Context: an optimization exercise on an open-source flow, tuned for small area. The choices shown serve that exercise and are no tape-out recipe.
In this exercise RTL edits were held to simulation tests only and were not proved equivalent to the original.
Power is estimated from default activity; no workload was simulated.

Design game_top, start of the top module:
module game_top
#(
    parameter int STEP_DIV    = 50,
    parameter int SHIMMER_DIV = 1500
) (
    input  logic        clk,
    input  logic        rst,
    input  logic        bright,
    input  logic        btn_left,
    input  logic        btn_right,
    input  logic        btn_jump,
    input  logic        map_sel,
    input  logic [9:0] h_count,
    input  logic [9:0] v_count,
    output logic [11:0] rgb,
    output logic [15:0] score
);
typedef logic [9:0] coord_t;
typedef logic signed [6:0] vel_t;
typedef logic [11:0] rgb_t;
typedef logic [4-1:0] coin_mask_t;
localparam int NUM_MAPS = 2;
localparam logic [NUM_MAPS*6*10-1:0] PLAT_XS = {
    10'd250, 10'd250, 10'd430, 10'd540, 10'd400, 10'd600,
    10'd400, 10'(143), 10'd350, 10'd600, 10'd250, 10'd500
};
localparam logic [NUM_MAPS*6*10-1:0] PLAT_XE = {
    10'd300, 10'd400, 10'd470, 10'd700, 10'd540, 10'd640,
    10'd500, 10'd200, 10'd450, 10'd640, 10'd290, 10'd540
};
localparam logic [NUM_MAPS*6*10-1:0] PLAT_Y = {
    10'd300, 10'd200, 10'd200, 10'd240, 10'd340, 10'd400,
    10'd250, 10'd250, 10'd350, 10'd400, 10'd300, 10'd400
};
localparam logic [NUM_MAPS*4*10-1:0] COIN_XT = {
    10'd240, 10'd430, 10'd280, 10'd620,
    10'd360, 10'd600, 10'd250, 10'd400
};
localparam logic [NUM_MAPS*4*10-1:0] COIN_YT = {
    10'd444, 10'd184, 10'd284, 10'd384,
    10'd444, 10'd384, 10'd284, 10'd184
};
function automatic coord_t plat_xs(input logic map, input int i);
    plat_xs = map ? PLAT_XS[(6 + i) * 10 +: 10] : PLAT_XS[i * 10 +: 10];
endfunction
function automatic coord_t plat_xe(input logic map, input int i);
    plat_xe = map ? PLAT_XE[(6 + i) * 10 +: 10] : PLAT_XE[i * 10 +: 10];
endfunction
function automatic coord_t plat_y(input logic map, input int i);
  ...
Size: roughly 720 cells after synthesis, roughly 55 I/O pins, roughly 0.0052 mm2 of cells after synthesis.
Settings: LEC_CHECK=0, CAP_MARGIN=20, CORE_MARGIN=2, CORE_UTILIZATION=40, CTS_BUF_LIST=sky130_fd_sc_hd__clkbuf_8, SLEW_MARGIN=20; clock period 10.0 ns.
standard.sh (not shown) runs the stock make flow with config.mk's settings and CLKGATE_MAP_FILE= SYNTH_SCRIPT=/design/flow/synth_recipe.tcl, a recipe that flattens the netlist after the stock synthesis.
==> flow/flow/run.sh <==
#!/bin/bash
# layout flow: the standard synthesis, then its combinational logic re-mapped for area
# by ABC (registers untouched, best of four seeds), then the standard layout from
# floorplan to finish
set -euo pipefail
W=$(pwd)
R=$W/orfs/results/$FLOW_PLATFORM/game_top/base
bash standard.sh synth > $W/1_standard_synth.log 2>&1
cp $R/1_2_yosys.v $W/1_2_yosys_standard.v
YOSYS=$(command -v yosys || echo $FLOW_HOME/../tools/install/yosys/bin/yosys)
export POST_LIB=$FLOW_HOME/platforms/$FLOW_PLATFORM/lib/sky130_fd_sc_hd__tt_025C_1v80.lib
export POST_IN=$W/1_2_yosys_standard.v
export POST_DONT_USE="$(cat $W/flow/dont_use.txt)"
for s in 0 1 2 3; do
  sed "s/SEED/$s/" $W/flow/post.abc.in > $W/post_$s.abc
  POST_ABC=$W/post_$s.abc POST_OUT=$W/1_2_yosys_post_$s.v \
    $YOSYS -c $W/flow/post.tcl > $W/2_post_synth_$s.log 2>&1 &
done
wait
best=""; best_area=""
for s in 0 1 2 3; do
  a=$(grep "Chip area" $W/2_post_synth_$s.log | tail -1 | awk '{print $NF}')
  if [[ -n "$a" && -s $W/1_2_yosys_post_$s.v ]]; then
    if [[ -z "$best" ]] || awk -v a="$a" -v b="$best_area" 'BEGIN{exit !(a < b)}'; then
      best=$s; best_area=$a
    fi
  fi
done
echo "post synthesis: seed $best, area $best_area" > $W/2_post_choice.log
export POST_OUT=$W/1_2_yosys_post_$best.v
$YOSYS -c $W/flow/check.tcl > $W/2_post_check.log 2>&1
sleep 1
cp $POST_OUT $R/1_2_yosys.v
rm -f $R/1_synth.odb $R/1_synth.sdc
# every port still gets its buffer, the smallest buffer cell of the library
export BUFFER_PORTS_ARGS="-buffer_cell sky130_fd_sc_hd__buf_1"
bash standard.sh > $W/3_standard_finish.log 2>&1
==> flow/flow/post.abc.in <==
strash
&get -n
&st
&deepsyn -T 60 -S SEED
&put
dch -f
amap -F 100 -A 100
topo
Other scripts of this flow, unchanged in this note and not shown: flow/flow/check.tcl, flow/flow/dont_use.txt, flow/flow/post.tcl
==> next run, changes <==
--- a/flow/flow/run.sh
+++ b/flow/flow/run.sh
@@ -2,3 +2,3 @@
 # layout flow: the standard synthesis, then its combinational logic re-mapped for area
-# by ABC (registers untouched, best of four seeds), then the standard layout from
+# by ABC (registers untouched, best of eight seeds), then the standard layout from
 # floorplan to finish
@@ -13,10 +13,13 @@
 export POST_DONT_USE="$(cat $W/flow/dont_use.txt)"
-for s in 0 1 2 3; do
-  sed "s/SEED/$s/" $W/flow/post.abc.in > $W/post_$s.abc
-  POST_ABC=$W/post_$s.abc POST_OUT=$W/1_2_yosys_post_$s.v \
-    $YOSYS -c $W/flow/post.tcl > $W/2_post_synth_$s.log 2>&1 &
+SEEDS="0 1 2 3 4 5 6 7"
+for batch in "0 1 2 3" "4 5 6 7"; do
+  for s in $batch; do
+    sed "s/SEED/$s/" $W/flow/post.abc.in > $W/post_$s.abc
+    POST_ABC=$W/post_$s.abc POST_OUT=$W/1_2_yosys_post_$s.v \
+      $YOSYS -c $W/flow/post.tcl > $W/2_post_synth_$s.log 2>&1 &
+  done
+  wait
 done
-wait
 best=""; best_area=""
-for s in 0 1 2 3; do
+for s in $SEEDS; do
   a=$(grep "Chip area" $W/2_post_synth_$s.log | tail -1 | awk '{print $NF}')
==> flow/flow/post.abc.in (replaced) <==
strash
&get -n
&st
&deepsyn -T 90 -S SEED
&put
dch -f
amap -F 100 -A 100
topo
--- a/flow/config.mk
+++ b/flow/config.mk
@@ -10,3 +10,5 @@
 export CORE_UTILIZATION = 40
-export CTS_BUF_LIST = sky130_fd_sc_hd__clkbuf_8
+export CTS_BUF_LIST = sky130_fd_sc_hd__clkbuf_16
+export CTS_CLUSTER_DIAMETER = 300
+export CTS_CLUSTER_SIZE = 40
 export SLEW_MARGIN = 20
The changed run passed the timing, DRC and antenna checks.
Worst setup slack loses 1.5 ns.
Die area stays flat.
Total power grows by a few percent.
Global-route usage is about the same.

---

game_top, a different RTL version from the one above (not shown whole).
Size: roughly 690 cells after synthesis, about 55 I/O pins, roughly 5000 um^2 of cells after synthesis.
==> flow/config.mk <==
export PLATFORM = sky130hd
export DESIGN_NAME = game_top
export DESIGN_NICKNAME = game_top
export VERILOG_FILES = /design/flow/design.v
export SDC_FILE = /design/flow/constraint.sdc
export NUM_CORES = 4
export LEC_CHECK = 0
export CAP_MARGIN = 0
export CORE_MARGIN = 2
export CORE_UTILIZATION = 40
export CTS_BUF_LIST = sky130_fd_sc_hd__clkbuf_8
export GPL_TIMING_DRIVEN = 0
export SLEW_MARGIN = 0
==> flow/constraint.sdc <==
create_clock -name core_clock -period 10.0 [get_ports {clk}]
set_input_delay 2.0000 -clock core_clock [delete_from_list [all_inputs] [get_ports {clk}]]
set_output_delay 2.0000 -clock core_clock [all_outputs]
set_load 0.01 [all_outputs]
==> flow/flow/run.sh <==
#!/bin/bash
# layout flow: the standard synthesis, then its combinational logic re-mapped for area
# by ABC (registers untouched, best of sixteen seeds and choice settings), then the standard layout from
# floorplan to finish
set -euo pipefail
W=$(pwd)
R=$W/orfs/results/$FLOW_PLATFORM/game_top/base
bash standard.sh synth > $W/1_standard_synth.log 2>&1
cp $R/1_2_yosys.v $W/1_2_yosys_standard.v
YOSYS=$(command -v yosys || echo $FLOW_HOME/../tools/install/yosys/bin/yosys)
export POST_LIB=$FLOW_HOME/platforms/$FLOW_PLATFORM/lib/sky130_fd_sc_hd__tt_025C_1v80.lib
export POST_IN=$W/1_2_yosys_standard.v
export POST_DONT_USE="$(cat $W/flow/dont_use.txt)"
SEEDS="0 1 2 3 4 5 6 7 8 9 10 11 12 13 14 15"
DCH=("dch -f" "dch -f -x" "dch -f -W 12")
for batch in "0 1 2 3" "4 5 6 7" "8 9 10 11" "12 13 14 15"; do
  for s in $batch; do
    sed -e "s/SEED/$s/" -e "s/DCH/${DCH[$((s % 3))]}/" $W/flow/post.abc.in > $W/post_$s.abc
    POST_ABC=$W/post_$s.abc POST_OUT=$W/1_2_yosys_post_$s.v \
      $YOSYS -c $W/flow/post.tcl > $W/2_post_synth_$s.log 2>&1 &
  done
  wait
done
best=""; best_area=""
for s in $SEEDS; do
  a=$(grep "Chip area" $W/2_post_synth_$s.log | tail -1 | awk '{print $NF}')
  if [[ -n "$a" && -s $W/1_2_yosys_post_$s.v ]]; then
    if [[ -z "$best" ]] || awk -v a="$a" -v b="$best_area" 'BEGIN{exit !(a < b)}'; then
      best=$s; best_area=$a
    fi
  fi
done
echo "post synthesis: seed $best, area $best_area" > $W/2_post_choice.log
export POST_OUT=$W/1_2_yosys_post_$best.v
$YOSYS -c $W/flow/check.tcl > $W/2_post_check.log 2>&1
sleep 1
cp $POST_OUT $R/1_2_yosys.v
rm -f $R/1_synth.odb $R/1_synth.sdc
# every port still gets its buffer, the smallest buffer cell of the library
export BUFFER_PORTS_ARGS="-buffer_cell sky130_fd_sc_hd__buf_1"
# the clock tree without the dummy loads that only even out the loads of its leaves
export CTS_ARGS="-sink_clustering_enable -repair_clock_nets -buf_list sky130_fd_sc_hd__clkbuf_8 -dont_use_dummy_load"
bash standard.sh > $W/3_standard_finish.log 2>&1
==> flow/flow/post.abc.in <==
strash
&get -n
&st
&deepsyn -T 100 -S SEED
&put
DCH
amap -F 100 -A 100
topo
Other scripts of this flow, unchanged in this note and not shown: flow/flow/check.tcl, flow/flow/dont_use.txt, flow/flow/post.tcl
Next try:
--- a/flow/flow/run.sh
+++ b/flow/flow/run.sh
@@ -42 +42 @@
-export CTS_ARGS="-sink_clustering_enable -repair_clock_nets -buf_list sky130_fd_sc_hd__clkbuf_8 -dont_use_dummy_load"
+export CTS_ARGS="-sink_clustering_enable -repair_clock_nets -root_buf sky130_fd_sc_hd__clkbuf_8 -buf_list sky130_fd_sc_hd__clkbuf_8 -sink_clustering_buffer sky130_fd_sc_hd__clkbuf_4 -sink_clustering_size 8 -sink_clustering_max_diameter 40 -dont_use_dummy_load"
What happened: Clock-buffer cell count is unchanged. Total power climbs by 1.7%. Clock skew climbs by 0.0086 ns. Cell area drops by 0.63%. Routed wire length drops by 2.3%. Die area drops by 0.53%. Sequential share of layout area climbs by 0.20 points. Global-route usage drops by 0.49 points. Synthesized cell count does not change. First-iteration DRC count drops by 2.6%. Worst setup slack is worse by 0.43 ns.
Next try:
--- a/flow/flow/run.sh
+++ b/flow/flow/run.sh
@@ -3 +3 @@
-# by ABC (registers untouched, best of sixteen seeds and choice settings), then the standard layout from
+# by ABC (registers untouched, best of twelve seeds and choice settings), then the standard layout from
@@ -14 +14 @@
-SEEDS="0 1 2 3 4 5 6 7 8 9 10 11 12 13 14 15"
+SEEDS="0 1 2 3 4 5 6 7 8 9 10 11"
@@ -16 +16 @@
-for batch in "0 1 2 3" "4 5 6 7" "8 9 10 11" "12 13 14 15"; do
+for batch in "0 1 2 3" "4 5 6 7" "8 9 10 11"; do
@@ -42 +42 @@
-export CTS_ARGS="-sink_clustering_enable -repair_clock_nets -root_buf sky130_fd_sc_hd__clkbuf_8 -buf_list sky130_fd_sc_hd__clkbuf_8 -sink_clustering_buffer sky130_fd_sc_hd__clkbuf_4 -sink_clustering_size 8 -sink_clustering_max_diameter 40 -dont_use_dummy_load"
+export CTS_ARGS="-sink_clustering_enable -repair_clock_nets -buf_list sky130_fd_sc_hd__clkbuf_8 -dont_use_dummy_load"
==> flow/flow/post.abc.in (replaced) <==
strash
&get -n
&st
&deepsyn -T 90 -S SEED
&put
DCH
amap -F 100 -A 100
topo
Outcome:
- The changed run went through all stages and came out clean
- wire length increases by about 2.3%
- design area rises by 0.64%
- synthesized area grows by 0.56%
- hold slack got worse by 0.026 ns
- clock skew drops by 0.0086 ns
- critical path depth went down by 9
- clock-buffer cell count does not change
- synthesized cell count is unchanged

[afterwards: timing with drivers on the ports]
The results above use ideal ports. As a check the final layouts listed here were re-extracted and re-timed, cells and wires unchanged. Step 1 sets driving cells, clkbuf_16 on the clock port and buf_2 on the other inputs (assumed; they add their load-dependent delay and slew). Step 2 adds t to the input delays and takes it off the output delays; t is the mean of the earliest and latest rising clock arrival at the registers after step 1. Input paths then give back, and output paths get back, about the clock's delay inside the block. Slacks: ideal / step 1 / step 2; pairs: ideal / step 1.
run | shift t [ns] | slack for setup (ns) | worst register clock-pin slew, ns | worst data-port slew with drivers (ns) | cell pins on the clock port's net
the first run of note 1 | 0.404 | 3.801 / 3.816 / 3.412 | 0.10 / 0.10 | 0.05 | 1
the second run of note 1 | 0.384 | 2.349 / 2.365 / 1.982 | 0.07 / 0.07 | 0.05 | 1
the first run of note 2 | 0.390 | 3.456 / 3.461 / 3.072 | 0.08 / 0.08 | 0.04 | 1
the second run of note 2 | 0.396 | 3.023 / 3.029 / 2.633 | 0.09 / 0.09 | 0.04 | 1
the third run of note 2 | 0.390 | 3.456 / 3.461 / 3.072 | 0.08 / 0.08 | 0.04 | 1
After both steps setup and hold are still met in every run listed. The setup slack of the second run of note 2, which loses most, moves by +0.006 ns with the drivers and by -0.390 ns with both steps.
